This is an optimization exercise on Yosys and OpenROAD, whose aim is small area, not a production implementation. Only simulation tests tie the RTL to the original design; equivalence was not proved. No activity file was given, so power comes from the tool's default toggle rates.

==> design.v <==
module gsb_nor2  (input logic a, b, output logic y); assign y = ~(a | b); endmodule
module gsb_nand2 (input logic a, b, output logic y); assign y = ~(a & b); endmodule
module gsb_or2   (input logic a, b, output logic y); assign y = a | b;    endmodule
module gsb_xor2  (input logic a, b, output logic y); assign y = a ^ b;    endmodule
module gsb_inv   (input logic a,    output logic y); assign y = ~a;       endmodule
module gsb_aoi222 (
  input  logic a1, b1, a2, b2, a3, b3,
  output logic y
);
  assign y = ~((a1 & b1) | (a2 & b2) | (a3 & b3));
endmodule
module gsb_oai22 (input logic a, b, c, d, output logic y); assign y = ~((a | b) & (c | d)); endmodule
module gsb_rd32 (
  input  logic [31:0] ns,
  input  logic [31:0] d,
  input  logic        inv,
  output logic        y
);
  assign y = (&(ns | d)) ^ inv;
endmodule
module gsb_mux2i (input logic a0, a1, s, output logic y); assign y = ~(s ? a1 : a0); endmodule
module gsb_stage #(
  parameter int D   = 1,
  parameter bit INV = 1'b1
) (
  input  logic [31:0] x,
  input  logic        n, l, r, fill,
  output logic [31:0] y
);
  for (genvar i = 0; i < 32; i++) begin : g_b
    if (i < D && INV) begin : g_loi
      assign y[i] = ~((n & x[i]) | (r & x[i+D]) | l);
    end else if (i < D) begin : g_lo
      assign y[i] = ~((n & x[i]) | (r & x[i+D]));
    end else if (i + D > 31) begin : g_hi
      assign y[i] = ~((n & x[i]) | (l & x[i-D]) | (r & fill));
    end else begin : g_mid
      assign y[i] = ~((n & x[i]) | (l & x[i-D]) | (r & x[i+D]));
    end
  end
endmodule
module gpr_sb_file (
  input  logic        clk,
  input  logic        reset,
  input  logic [4:0]  ra_addr,
  output logic [31:0] ra_data,
  output logic        ra_busy,
  input  logic [4:0]  rb_addr,
  input  logic [4:0]  rb_shamt,
  input  logic [1:0]  rb_mode,
  output logic [31:0] rb_data,
  output logic        rb_busy,
  input  logic        rsv_en,
  input  logic [4:0]  rsv_addr,
  output logic        rsv_full,
  input  logic        we,
  input  logic [4:0]  wr_addr,
  input  logic [31:0] wr_data,
  output logic        wb_err
);
  logic              ph_q;
  logic [31:1][31:0] s_q;
  logic [31:1][1:0]  cnt_q;
  logic              wb_err_q;
  logic wr_ok, hit_a, hit_b, rsv_same;
  assign wr_ok    = we & (wr_addr != 5'd0);
  assign hit_a    = wr_ok & (wr_addr == ra_addr);
  assign hit_b    = wr_ok & (wr_addr == rb_addr);
  assign rsv_same = (rsv_addr == wr_addr);
  logic rsv_full_i, inc;
  assign inc = rsv_en & ~rsv_full_i;
  logic [3:0] pa_lo, pb_lo, pr_lo, pw_lo, nu_lo, nd_lo;
  logic [7:0] pa_hi, pb_hi, pr_hi, pw_hi, nu_hi, nd_hi;
  for (genvar i = 0; i < 4; i++) begin : g_plo
    assign pa_lo[i] = (ra_addr[1:0]  == i) & ~hit_a;
    assign pb_lo[i] = (rb_addr[1:0]  == i);
    assign pr_lo[i] = (rsv_addr[1:0] == i);
    assign pw_lo[i] = (wr_addr[1:0]  == i) & we;
    assign nu_lo[i] = ~((rsv_addr[1:0] == i) & inc);
    assign nd_lo[i] = ~((wr_addr[1:0]  == i) & we);
  end
  for (genvar j = 0; j < 8; j++) begin : g_phi
    assign pa_hi[j] = (ra_addr[4:2]  == j);
    assign pb_hi[j] = (rb_addr[4:2]  == j);
    assign pr_hi[j] = (rsv_addr[4:2] == j);
    assign pw_hi[j] = (wr_addr[4:2]  == j);
    assign nu_hi[j] = ~(rsv_addr[4:2] == j);
    assign nd_hi[j] = ~(wr_addr[4:2]  == j);
  end
  logic [31:0] nsel_a, nsel_ah, nsel_r, nsel_w;
  logic [31:1] nsel_b, nsel_bh;    
  assign nsel_a[0]  = ~hit_a;
  assign nsel_ah[0] = ~hit_a;
  assign nsel_r[0] = nsel_r[1];
  assign nsel_w[0] = nsel_w[1];
  logic [31:0] cnt1_all, cnt0_all;
  logic [31:1] z_all;
  logic r1, r0, w1, w0;
  assign cnt1_all[0] = cnt1_all[1];
  assign cnt0_all[0] = cnt0_all[1];
  gsb_rd32 u_r1 (.ns(nsel_r), .d(cnt1_all), .inv(1'b0), .y(r1));
  gsb_rd32 u_r0 (.ns(nsel_r), .d(cnt0_all), .inv(1'b0), .y(r0));
  gsb_rd32 u_w1 (.ns(nsel_w), .d(cnt1_all), .inv(1'b0), .y(w1));
  gsb_rd32 u_w0 (.ns(nsel_w), .d(cnt0_all), .inv(1'b0), .y(w0));
  assign rsv_full_i = r1 & r0 & (rsv_addr != 5'd0);
  assign rsv_full   = rsv_full_i;
  logic pair, w_zero, orphan;
  assign pair   = inc & wr_ok & rsv_same;
  assign w_zero = ~(w1 | w0);
  assign orphan = wr_ok & w_zero & ~pair;
  logic nr1, nr0, nw1, nw0;
  assign nr0 = pair ? r0 : ~r0;
  assign nr1 = pair ? r1 : (r1 ^ r0);
  assign nw0 = pair ? w0 : (~w0 & ~w_zero);
  assign nw1 = pair ? w1 : (w1 & w0);
  always_ff @(posedge clk) begin
    if (reset) wb_err_q <= 1'b0;
    else       wb_err_q <= wb_err_q | orphan;
  end
  assign wb_err = wb_err_q;
  logic [31:0] fwp_l, fwp_h;
  logic        nrst;
  for (genvar b = 0; b < 32; b++) begin : g_fwp
    gsb_xor2 u_l (.a(wr_data[b]), .b(ph_q), .y(fwp_l[b]));
    gsb_xor2 u_h (.a(wr_data[b]), .b(ph_q), .y(fwp_h[b]));
  end
  assign nrst = ~reset;
  always_ff @(posedge clk) ph_q <= ~(ph_q | reset);
  for (genvar r = 1; r < 32; r++) begin : g_row
    localparam int LO = r % 4;
    localparam int HI = r / 4;
    logic up, dn, h, a1, a0, n1, n0, wen_l, nwen_l, wen_h, nwen_h;
    logic [31:0] s_d, fwp;
    assign fwp = (r < 16) ? fwp_l : fwp_h;
    gsb_nor2  u_up (.a(nu_lo[LO]), .b(nu_hi[HI]), .y(up));
    gsb_nor2  u_dn (.a(nd_lo[LO]), .b(nd_hi[HI]), .y(dn));
    gsb_nor2  u_h  (.a(up), .b(dn), .y(h));
    gsb_inv   u_sw (.a(dn), .y(nsel_w[r]));
    gsb_nand2 u_sr (.a(pr_lo[LO]), .b(pr_hi[HI]), .y(nsel_r[r]));
    gsb_nand2 u_sa  (.a(pa_lo[LO]), .b(pa_hi[HI]), .y(nsel_a[r]));
    gsb_nand2 u_sah (.a(pa_lo[LO]), .b(pa_hi[HI]), .y(nsel_ah[r]));
    gsb_nand2 u_sb  (.a(pb_lo[LO]), .b(pb_hi[HI]), .y(nsel_b[r]));
    gsb_nand2 u_sbh (.a(pb_lo[LO]), .b(pb_hi[HI]), .y(nsel_bh[r]));
    gsb_aoi222 u_a1 (.a1(up), .b1(nr1), .a2(dn), .b2(nw1), .a3(h), .b3(cnt_q[r][1]), .y(a1));
    gsb_aoi222 u_a0 (.a1(up), .b1(nr0), .a2(dn), .b2(nw0), .a3(h), .b3(cnt_q[r][0]), .y(a0));
    gsb_nor2   u_n1 (.a(reset), .b(a1), .y(n1));
    gsb_nor2   u_n0 (.a(reset), .b(a0), .y(n0));
    gsb_nor2   u_z  (.a(cnt_q[r][1]), .b(cnt_q[r][0]), .y(z_all[r]));
    assign cnt1_all[r] = cnt_q[r][1];
    assign cnt0_all[r] = cnt_q[r][0];
    always_ff @(posedge clk) cnt_q[r] <= {n1, n0};
    gsb_or2   u_we  (.a(reset), .b(dn), .y(wen_l));
    gsb_nand2 u_wn  (.a(dn), .b(nrst), .y(nwen_l));
    gsb_or2   u_weh (.a(reset), .b(dn), .y(wen_h));
    gsb_nand2 u_wnh (.a(dn), .b(nrst), .y(nwen_h));
    for (genvar b = 0; b < 32; b++) begin : g_bit
      if (b < 16) begin : g_l
        gsb_oai22 u_c (.a(nwen_l), .b(fwp[b]), .c(wen_l), .d(s_q[r][b]), .y(s_d[b]));
      end else begin : g_h
        gsb_oai22 u_c (.a(nwen_h), .b(fwp[b]), .c(wen_h), .d(s_q[r][b]), .y(s_d[b]));
      end
    end
    always_ff @(posedge clk) s_q[r] <= s_d;
  end
  logic inv_a, inv_b;
  logic [31:0] b_n;
  assign inv_a = ph_q | (ra_addr == 5'd0);
  assign inv_b = ph_q | (rb_addr == 5'd0);
  for (genvar b = 0; b < 32; b++) begin : g_rd
    logic [31:0] d;
    assign d[0] = fwp_h[b];
    for (genvar r = 1; r < 32; r++) begin : g_d
      assign d[r] = s_q[r][b];
    end
    gsb_rd32 u_a (.ns(b < 16 ? nsel_a : nsel_ah), .d(d), .inv(inv_a), .y(ra_data[b]));
    logic b_t;
    gsb_rd32  u_b (.ns({b < 16 ? nsel_b : nsel_bh, b < 16 ? nsel_b[1] : nsel_bh[1]}),
                   .d({d[31:1], d[1]}), .inv(inv_b), .y(b_t));
    gsb_mux2i u_f (.a0(b_t), .a1(wr_data[b]), .s(hit_b), .y(b_n[b]));
  end
  logic [31:0] zb;
  assign zb[0]    = ~w1;
  assign zb[31:1] = z_all[31:1];
  gsb_rd32 u_bsa (.ns(nsel_a), .d(zb), .inv(1'b1), .y(ra_busy));
  logic b_nz;
  gsb_rd32 u_bsb (.ns({nsel_b, nsel_b[1]}), .d({z_all[31:1], z_all[1]}), .inv(1'b1), .y(b_nz));
  assign rb_busy = hit_b ? w1 : b_nz;
  logic [5:0][31:0] st;
  logic nsra;
  assign st[0] = b_n;
  assign nsra  = ~(rb_mode == 2'd3);
  for (genvar k = 0; k < 5; k++) begin : g_st
    localparam bit INV = (k % 2 == 0);    
    logic l, r, n, fill;
    assign l = (rb_mode == 2'd1) & rb_shamt[k];
    assign r = rb_mode[1] & rb_shamt[k];
    assign n = ~(l | r);
    if (INV) begin : g_fn
      gsb_or2  u_f (.a(nsra), .b(b_n[31]), .y(fill));
    end else begin : g_ft
      gsb_nor2 u_f (.a(nsra), .b(b_n[31]), .y(fill));
    end
    gsb_stage #(.D(1 << k), .INV(INV)) u_st (
      .x(st[k]), .n(n), .l(l), .r(r), .fill(fill), .y(st[k+1]));
  end
  assign rb_data = st[5];
endmodule
==> flow/run.sh <==
#!/bin/bash
# Layout: the standard ORFS flow (standard synthesis, floorplan, placement,
# CTS, routing), with two changes to how the layout is made:
#  - the port buffers are sky130_fd_sc_hd__buf_2 instead of the delay cell the
#    flow picks by default;
#  - the clock tree uses clkbuf_16 with larger sink clusters and no dummy loads.
# ORFS writes each tool's log under orfs/logs; make's own output goes to
# standard.log in the work folder.
set -euo pipefail
cd "$(dirname "$0")/.."
bash standard.sh \
  "BUFFER_PORTS_ARGS=-buffer_cell sky130_fd_sc_hd__buf_2" \
  "CTS_ARGS=-sink_clustering_enable -repair_clock_nets -dont_use_dummy_load -buf_list sky130_fd_sc_hd__clkbuf_16 -sink_clustering_size 20 -sink_clustering_max_diameter 60" \
  finish > standard.log 2>&1
==> standard.sh <==
#!/bin/bash
# synth_recipe.tcl (not shown) runs the flow's synth.tcl, then flattens the netlist and writes it again
# the make line also repeats each setting of config.mk as NAME=value (left out here)
make -C /OpenROAD-flow-scripts/flow DESIGN_CONFIG=/design/flow/config.mk WORK_HOME=/design/flow/orfs CLKGATE_MAP_FILE= SYNTH_SCRIPT=/design/flow/synth_recipe.tcl "${@:-finish}"
==> config.mk <==
export PLATFORM = sky130hd
export DESIGN_NAME = gpr_sb_file
export DESIGN_NICKNAME = gpr_sb_file
export VERILOG_FILES = /design/flow/design.v
export SDC_FILE = /design/flow/constraint.sdc
export NUM_CORES = 4
export LEC_CHECK = 0
export CAP_MARGIN = 20
export CELL_PAD_IN_SITES_DETAIL_PLACEMENT = 1
export CELL_PAD_IN_SITES_GLOBAL_PLACEMENT = 1
export CORE_MARGIN = 2
export CORE_UTILIZATION = 50
export SETUP_SLACK_MARGIN = 0.25
export SLEW_MARGIN = 20
export SYNTH_HIERARCHICAL = 1
export SYNTH_MINIMUM_KEEP_SIZE = 0
==> constraint.sdc <==
create_clock -name core_clock -period 10.0 [get_ports {clk}]
set_input_delay 2.0000 -clock core_clock [delete_from_list [all_inputs] [get_ports {clk}]]
set_output_delay 2.0000 -clock core_clock [all_outputs]
set_load 0.01 [all_outputs]
==> flow_metrics.env, run 1 <==
export IMPL_status="no timing/DRC/antenna violations"
export IMPL_startpoint_type="input pin"
export IMPL_vias=51600
export IMPL_syn_to_final_growth_pct=15.2
export IMPL_dieWidth_um=299
export IMPL_synth_edf_count=0
export IMPL_finalClockSkew_ns=0.0515
export IMPL_clk_latency_ns=0.68
export IMPL_hold_violations=0
export IMPL_wl_met2_um=97800
export IMPL_grt_pass1_wl_um=346000
export IMPL_die_area_mm2=0.0895
export IMPL_end_kind="output port"
export IMPL_crit_top_cell="a222oi_1"
export IMPL_antenna_found_initial=25
export IMPL_tightestPinTransition_ns=1.27
export IMPL_rsz0062_at_grt="no"
export IMPL_cts_root_buffer="clkbuf_16"
export IMPL_firstDrtPassIters=15
export IMPL_layout_nets=5070
export IMPL_hold_path_class="flop to flop"
export IMPL_clock_sinks=1056
export IMPL_portBuffers=130
export IMPL_h_tree_depth=3
export IMPL_die_y_um=299
export IMPL_clockBufferDepth=3
export IMPL_drtIter0Drc=8859
export IMPL_drc_errors=0
export IMPL_cts_buffers=88
export IMPL_start_util_pct=50.3
export IMPL_setup_viol=0
export IMPL_slew_headroom_pct=14.3
export IMPL_crit_chain="buf_2, and3b_1, nand2_1, o22ai_1, nor4_1, nand4_1, xnor2_1, mux2i_1, a222oi_1, a222oi_1, a222oi_1, a222oi_1, a222oi_1, buf_2"
export IMPL_postSynthAreaPerCell_um2=9.48
export IMPL_wl_um=242000
export IMPL_drive_above_1_share_pct=12.1
export IMPL_grt_use_total_pct=51.9
export IMPL_cp_slowest_cell="nor4_1"
export IMPL_ys_top_cells_by_area="dfxtp_1, o22ai_1, a222oi_1, nor4_1, nand2_1"
export IMPL_synth_cell_area_mm2=0.0436
export IMPL_cap_violations=0
export IMPL_post_cts_buffers=0
export IMPL_place_gp_congestion=1.06
export IMPL_max_stage_delay_ns=0.98
export IMPL_crit_required_ns=8.00
export IMPL_synth_cells=4593
export IMPL_ios=131
export IMPL_grt_ovfl_total=0
export IMPL_topRoutingLayerUsed="met5"
export IMPL_drv_slew=0
export IMPL_drtAntennaViolNets=0
export IMPL_grt_pass1_vias=49500
export IMPL_fin_total_pwr_mw=9.91
export IMPL_wire_per_inst_um=39.2
export IMPL_max_freq_mhz=101
export IMPL_worstSetupPathType="input pin to output port"
export IMPL_grt_max_degree=79
export IMPL_crit_arrival_ns=7.86
export IMPL_synth_flop_cell="dfxtp_1"
export IMPL_ir_worst_vdd_uv=154
export IMPL_met3_length_um=36900
export IMPL_yosys_area_top_type_share_pct=48.5
export IMPL_ys_async_sr_fraction_pct=0
export IMPL_p_leak_nw=17.3
export IMPL_viasPerCell=8.36
export IMPL_fin_tns_setup_ns=0
export IMPL_min_period_ns=9.86
export IMPL_clkTransAtPathRegs_ns=0.06
export IMPL_period_share_pct=98.6
export IMPL_core_area_mm2=0.0866
export IMPL_row_count=108
export IMPL_power_density_mw_per_mm2=198
export IMPL_crit_fanout=11
export IMPL_seq_area_frac_synth_pct=48.5
export IMPL_cts_tree="built"
export IMPL_hpwl_um=161000
export IMPL_drt_met1_wl_um=83800
export IMPL_yosys_area_top_type="dfxtp_1"
export IMPL_yosys_warnings=7
export IMPL_synth_seq_cells=1056
export IMPL_synth_distinct_cells=42
cells by family (layout without fill, tap and decap cells):
group	count (synthesis)	count (layout)	share of synthesized area (%)
compound gates	2341	2341	35.5
fa+ha+maj	1	1	0.0287
buf+inv	102	509	1.40
xor+xnor	150	150	3.02
flops	1056	1056	48.5
other cells	2	17	0.0172
mux	35	35	0.813
simple gates	906	906	10.7
sequential cells by signal, summed over array words and instances, names as in the netlist:
register	flops
ph_q	1
cnt_q	62
s_q	992
wb_err_q	1
repair_timing:
action,in CTS,in global routing
endpoints found under the hold margin,0,0
gates resized for setup,0,32
endpoints found under the setup margin,0,32
hold buffers,0,0
critical path: cells and delay by family:
kind	cells	cell delay, ns
xor+xnor	1	0.35
buf+inv	2	0.40
simple gates	4	2.50
compound gates	6	2.36
mux	1	0.22
cells in the mapped netlist (5+ instances only):
library cell	number
nor2b_1	6
nand4_1	70
and3b_1	5
mux2i_1	32
or3b_2	5
clkbuf_1	10
nand2_1	225
xor2_1	68
buf_6	26
xnor2_1	82
o22ai_1	2112
and2_1	12
nand3_1	7
nor4_1	281
dfxtp_1	1056
nand3b_1	8
nor2_1	202
a22oi_1	10
inv_1	42
a221oi_1	21
or2_1	65
buf_2	23
nor3b_1	8
a222oi_1	191
through the flow:
stage               hold WS, ns  utilization [%]  instance area [um2]  instances  worst slack, ns
floorplan                 0.442                -                43600       4597            0.424
global placement          0.438             55.0                47600       6067           -0.438
detailed placement        0.448             55.0                47700       6068            0.339
CTS                       0.465             57.6                49900       6156            0.311
global route              0.473             57.9                50100       6162            0.223
finish                    0.466             57.9                50200       6170            0.144
Yosys stat by module (local to each module, per instance), excerpt:
module       copies in the design  flip-flops and latches  cells inside  cell area (um2)
gpr_sb_file                     1                    1056          1196            22100
gsb_aoi222                     62                       0             1             10.0
gsb_inv                        31                       0             1             3.75
gsb_mux2i                      32                       0             1             10.0
gsb_nand2                     217                       0             1             3.75
gsb_nor2                      188                       0             1             3.75
gsb_oai22                     992                       0             1             6.26
gsb_or2                        65                       0             1             6.26
gsb_rd32                       70                       0            22              140
gsb_xor2                       64                       0             1             8.76
power breakdown:
group | internal, mW | total (mW) | switching (mW) | leakage, nW
registers | 4.54 | 4.84 | 0.304 | 8.84
clock network | 1.54 | 3.11 | 1.57 | 1.08
logic | 0.606 | 1.96 | 1.35 | 7.37
total | 6.69 | 9.91 | 3.22 | 17.3
metal layers:
layer	track usage [%]	vias up
met2	74.6	4480
li1	-	20600
met4	38.2	28
met5	0	-
met3	20.6	1368
met1	62.8	25100
final timing paths:
check / from / end / slack [ns] / cells past startpoint
max reg2reg: ph_q / s_q[395] / 6.10 / 4
min: wb_err_q / wb_err_q / 0.47 / 1
max: rb_addr[2] / rb_data[31] / 0.14 / 14
min reg2reg: wb_err_q / wb_err_q / 0.47 / 1
cells in the final DEF, fill, tap and decap left out, types with 5 or more instances in the layout:
cell type,count
o22ai_1,2111
dfxtp_1,1055
nor4_1,265
buf_4,246
nand2_1,205
nor2_1,191
a222oi_1,191
buf_2,130
clkbuf_16,88
xnor2_1,81
nand4_1,70
or2_1,65
xor2_2,55
inv_1,41
mux2i_1,32
a221oi_1,21
nand2_2,18
nor4_2,15
diode_2,11
a22oi_1,10
and2_1,9
nor2_2,9
nand3b_1,8
nand3_1,7
xor2_4,7
nor2b_1,6
xor2_1,6
conb_1,6
or3b_2,5
nor3b_2,5
and3b_1,5
cell type report:
type | instances | area, um2
antenna | 11 | 27.5
clock buffer | 88 | 2200
fill | 9822 | 36500
inverter | 42 | 158
multi-input combinational | 3439 | 22600
sequential | 1056 | 21100
tap | 1155 | 1450
timing repair buffer | 379 | 2540
==> run 2: changes to the inputs <==
--- a/flow/run.sh
+++ b/flow/run.sh
@@ -10,5 +10,5 @@
 cd "$(dirname "$0")/.."
 bash standard.sh \
   "BUFFER_PORTS_ARGS=-buffer_cell sky130_fd_sc_hd__buf_2" \
-  "CTS_ARGS=-sink_clustering_enable -repair_clock_nets -dont_use_dummy_load -buf_list sky130_fd_sc_hd__clkbuf_16 -sink_clustering_size 20 -sink_clustering_max_diameter 60" \
+  "CTS_ARGS=-sink_clustering_enable -repair_clock_nets -dont_use_dummy_load -buf_list sky130_fd_sc_hd__clkbuf_16 -sink_clustering_size 16 -sink_clustering_max_diameter 50" \
   finish > standard.log 2>&1
--- a/config.mk
+++ b/config.mk
@@ -9,7 +9,7 @@
 export CELL_PAD_IN_SITES_DETAIL_PLACEMENT = 1
 export CELL_PAD_IN_SITES_GLOBAL_PLACEMENT = 1
 export CORE_MARGIN = 2
-export CORE_UTILIZATION = 50
+export CORE_UTILIZATION = 45
 export SETUP_SLACK_MARGIN = 0.25
 export SLEW_MARGIN = 20
 export SYNTH_HIERARCHICAL = 1
==> flow_metrics.env, run 2 <==
export IMPL_status="no timing/DRC/antenna violations"
export IMPL_syn_to_final_growth_pct=17.0
export IMPL_grt_use_total_pct=46.7
export IMPL_clkTransAtPathRegs_ns=0.05
export IMPL_tightestPinTransition_ns=1.36
export IMPL_hold_ws_ns=0.474
export IMPL_synth_seq_cells=1056
export IMPL_clock_sinks=1056
export IMPL_instances_no_fill=6308
export IMPL_crit_fanout=16
export IMPL_yosys_area_top_type="dfxtp_1"
export IMPL_final_area_mm2=0.0510
export IMPL_hold_violations=0
export IMPL_utilization_pct=52.9
export IMPL_final_cell_mix="o22ai_1, dfxtp_1, nor4_1"
export IMPL_postCtsHoldBufs=0
export IMPL_final_common_cell="o22ai_1"
export IMPL_firstDrtPassIters=13
export IMPL_fin_ws_ns=0.142
export IMPL_place_ws_ns=0.181
export IMPL_finalClockSkew_ns=0.0619
export IMPL_h_tree_depth=3
export IMPL_die_area_mm2=0.0993
export IMPL_dieWidth_um=315
export IMPL_grt_pass1_wl_um=343000
export IMPL_cts_tree="built"
export IMPL_end_kind="output port"
export IMPL_row_count=114
export IMPL_synth_commonest_cells="o22ai_1, dfxtp_1, nor4_1"
export IMPL_wire_per_inst_um=38.2
export IMPL_drtIter0Drc=7488
export IMPL_p_leak_nw=17.6
export IMPL_yosys_warnings=7
export IMPL_cap_violations=0
export IMPL_ys_top_cells_by_area="dfxtp_1, o22ai_1, a222oi_1, nor4_1, nand2_1"
export IMPL_yosys_area_top_type_share_pct=48.5
export IMPL_yosysMostFrequentCell="o22ai_1"
export IMPL_postSynthAreaPerCell_um2=9.48
export IMPL_drive_above_1_share_pct=12.3
export IMPL_reg_top3="s_q: 992 flops, cnt_q: 62 flops"
export IMPL_cp_slowest_cell="nor4_1"
export IMPL_worstSetupPathType="input pin to output port"
export IMPL_setup_viol=0
export IMPL_hpwl_um=165000
export IMPL_crit_required_ns=8.00
export IMPL_drv_slew=0
export IMPL_rsz0062_at_grt="no"
export IMPL_portBuffers=130
export IMPL_grt_max_degree=64
export IMPL_layout_nets=5095
export IMPL_grt_ovfl_total=0
export IMPL_ys_async_sr_fraction_pct=0
export IMPL_cts_buffers=121
export IMPL_core_area_mm2=0.0963
export IMPL_antenna_found_initial=8
export IMPL_start_util_pct=45.2
export IMPL_grt_pass1_vias=47700
export IMPL_seq_area_frac_synth_pct=48.5
export IMPL_viasPerCell=7.98
export IMPL_crit_top_cell="a222oi_1"
export IMPL_place_gp_congestion=1.02
export IMPL_clockBufferDepth=3
export IMPL_clk_latency_ns=0.74
export IMPL_hold_path_class="flop to flop"
export IMPL_crit_arrival_ns=7.86
export IMPL_vias=50300
export IMPL_startpoint_type="input pin"
export IMPL_place_area_mm2=0.0478
export IMPL_synth_cell_area_mm2=0.0436
export IMPL_fin_tns_setup_ns=0
export IMPL_max_freq_mhz=101
export IMPL_largest_reg_flops=992
export IMPL_max_stage_delay_ns=0.84
export IMPL_synth_distinct_cells=42
export IMPL_crit_chain="buf_2, nor3_1, buf_4, nand2_1, o22ai_1, nor4_1, buf_4, nand4_1, xnor2_1, mux2i_1, a222oi_1, a222oi_1, a222oi_1, a222oi_1, a222oi_1, buf_2"
export IMPL_synth_edf_count=0
export IMPL_ios=131
export IMPL_wl_um=241000
export IMPL_cts_root_buffer="clkbuf_16"
export IMPL_slew_headroom_pct=8.52
export IMPL_die_y_um=315
export IMPL_ir_worst_vdd_uv=142
export IMPL_fin_total_pwr_mw=10.6
export IMPL_placed_cells=6184
export IMPL_drtAntennaViolNets=0
export IMPL_synth_flop_cell="dfxtp_1"
export IMPL_regMostFlops="s_q"
export IMPL_power_density_mw_per_mm2=207
export IMPL_min_period_ns=9.86
export IMPL_synth_cells=4593
export IMPL_period_share_pct=98.6
export IMPL_drc_errors=0
## run 2: power breakdown
group | switching (mW) | internal [mW]
clock network | 1.69 | 2.09
registers | 0.300 | 4.54
logic | 1.34 | 0.604
## run 2: Yosys stat by module, one instance, submodules excluded, excerpt
module / flip-flops and latches / area, um2 / cells inside
gsb_mux2i: 0 / 10.0 / 1
gsb_rd32: 0 / 140 / 22
gsb_aoi222: 0 / 10.0 / 1
gsb_nand2: 0 / 3.75 / 1
gsb_inv: 0 / 3.75 / 1
gpr_sb_file: 1056 / 22100 / 1196
gsb_xor2: 0 / 8.76 / 1
gsb_or2: 0 / 6.26 / 1
gsb_oai22: 0 / 6.26 / 1
gsb_nor2: 0 / 3.75 / 1
## run 2: critical path: cells and delay by family
kind	cells	cell delay, ns
compound gates	6	2.44
xor+xnor	1	0.29
buf+inv	4	0.88
mux	1	0.22
simple gates	4	2.01
## run 2: path summary, 6_finish.rpt
| check | startpoint | endpoint | slack, ns | depth (start not counted) |
|---|---|---|---|---|
| hold reg to reg | s_q[51] | s_q[51] | 0.47 | 1 |
| setup / recovery | rb_addr[2] | rb_data[25] | 0.14 | 16 |
| setup reg to reg | cnt_q[0] | cnt_q[11] | 6.32 | 11 |
| hold / removal | s_q[51] | s_q[51] | 0.47 | 1 |
## run 2: area by class of cell
| cell class | count | area, um2 |
|---|---|---|
| multi-input cells | 3439 | 22500 |
| fillers | 10900 | 45300 |
| clock buffers | 121 | 3030 |
| inverters | 42 | 158 |
| well taps | 1276 | 1600 |
| repair buffers | 371 | 2470 |
| flip-flops and latches | 1056 | 21100 |
| diodes | 3 | 7.51 |
## run 2: cells by family after synthesis
logic type,synth area share [%]
AO/OA/AOI/OAI,35.5
flip-flops,48.5
AND/OR/NAND/NOR,10.7
XOR/XNOR,3.02
buffers and inverters,1.40
multiplexers,0.813
other,0.0172
adder cells (fa/ha/maj),0.0287
## run 2: per-layer routing
metal	vias up	global-route usage, %	part of all wire (%)
met5	-	0	0.014
met4	6	31.2	8.4
met3	994	14.9	13
met2	3983	68.0	41
met1	24700	59.0	37
li1	20600	-	-
## run 2: timing repair
item / 4_1_cts / 5_1_grt
endpoints found under the hold margin: 0 / 0
setup buffers: 0 / 0
pin swaps: 0 / 0
setup endpoints to repair: 7 / 32
resized for setup: 1 / 30

-- afterwards: timing with drivers on the ports --
Ports are ideal in the flow. The routed layouts listed here were re-timed in OpenROAD. Step 1, drivers: a clkbuf_16 drives clk and a buf_2 each remaining input, both assumed. Step 2, shift: input delay + t, output delay - t, t = (earliest + latest rising clock arrival at the registers) / 2. This alone moves slack from input paths to output paths. Slacks: ideal ports / drivers / drivers and shift; pairs: ideal ports / drivers.
run | shift t [ns] | slack for setup (ns) | worst register clock-pin slew, ns | pins driven straight from the clock port
run 1 | 0.745 | 0.144 / 0.122 / 0.122 | 0.09 / 0.09 | 1
run 2 | 0.773 | 0.142 / 0.116 / 0.116 | 0.07 / 0.07 | 1
After both steps every run listed still meets setup and hold. For run 2, which loses most, drivers alone change the setup slack by -0.026 ns; drivers and shift together by -0.026 ns.
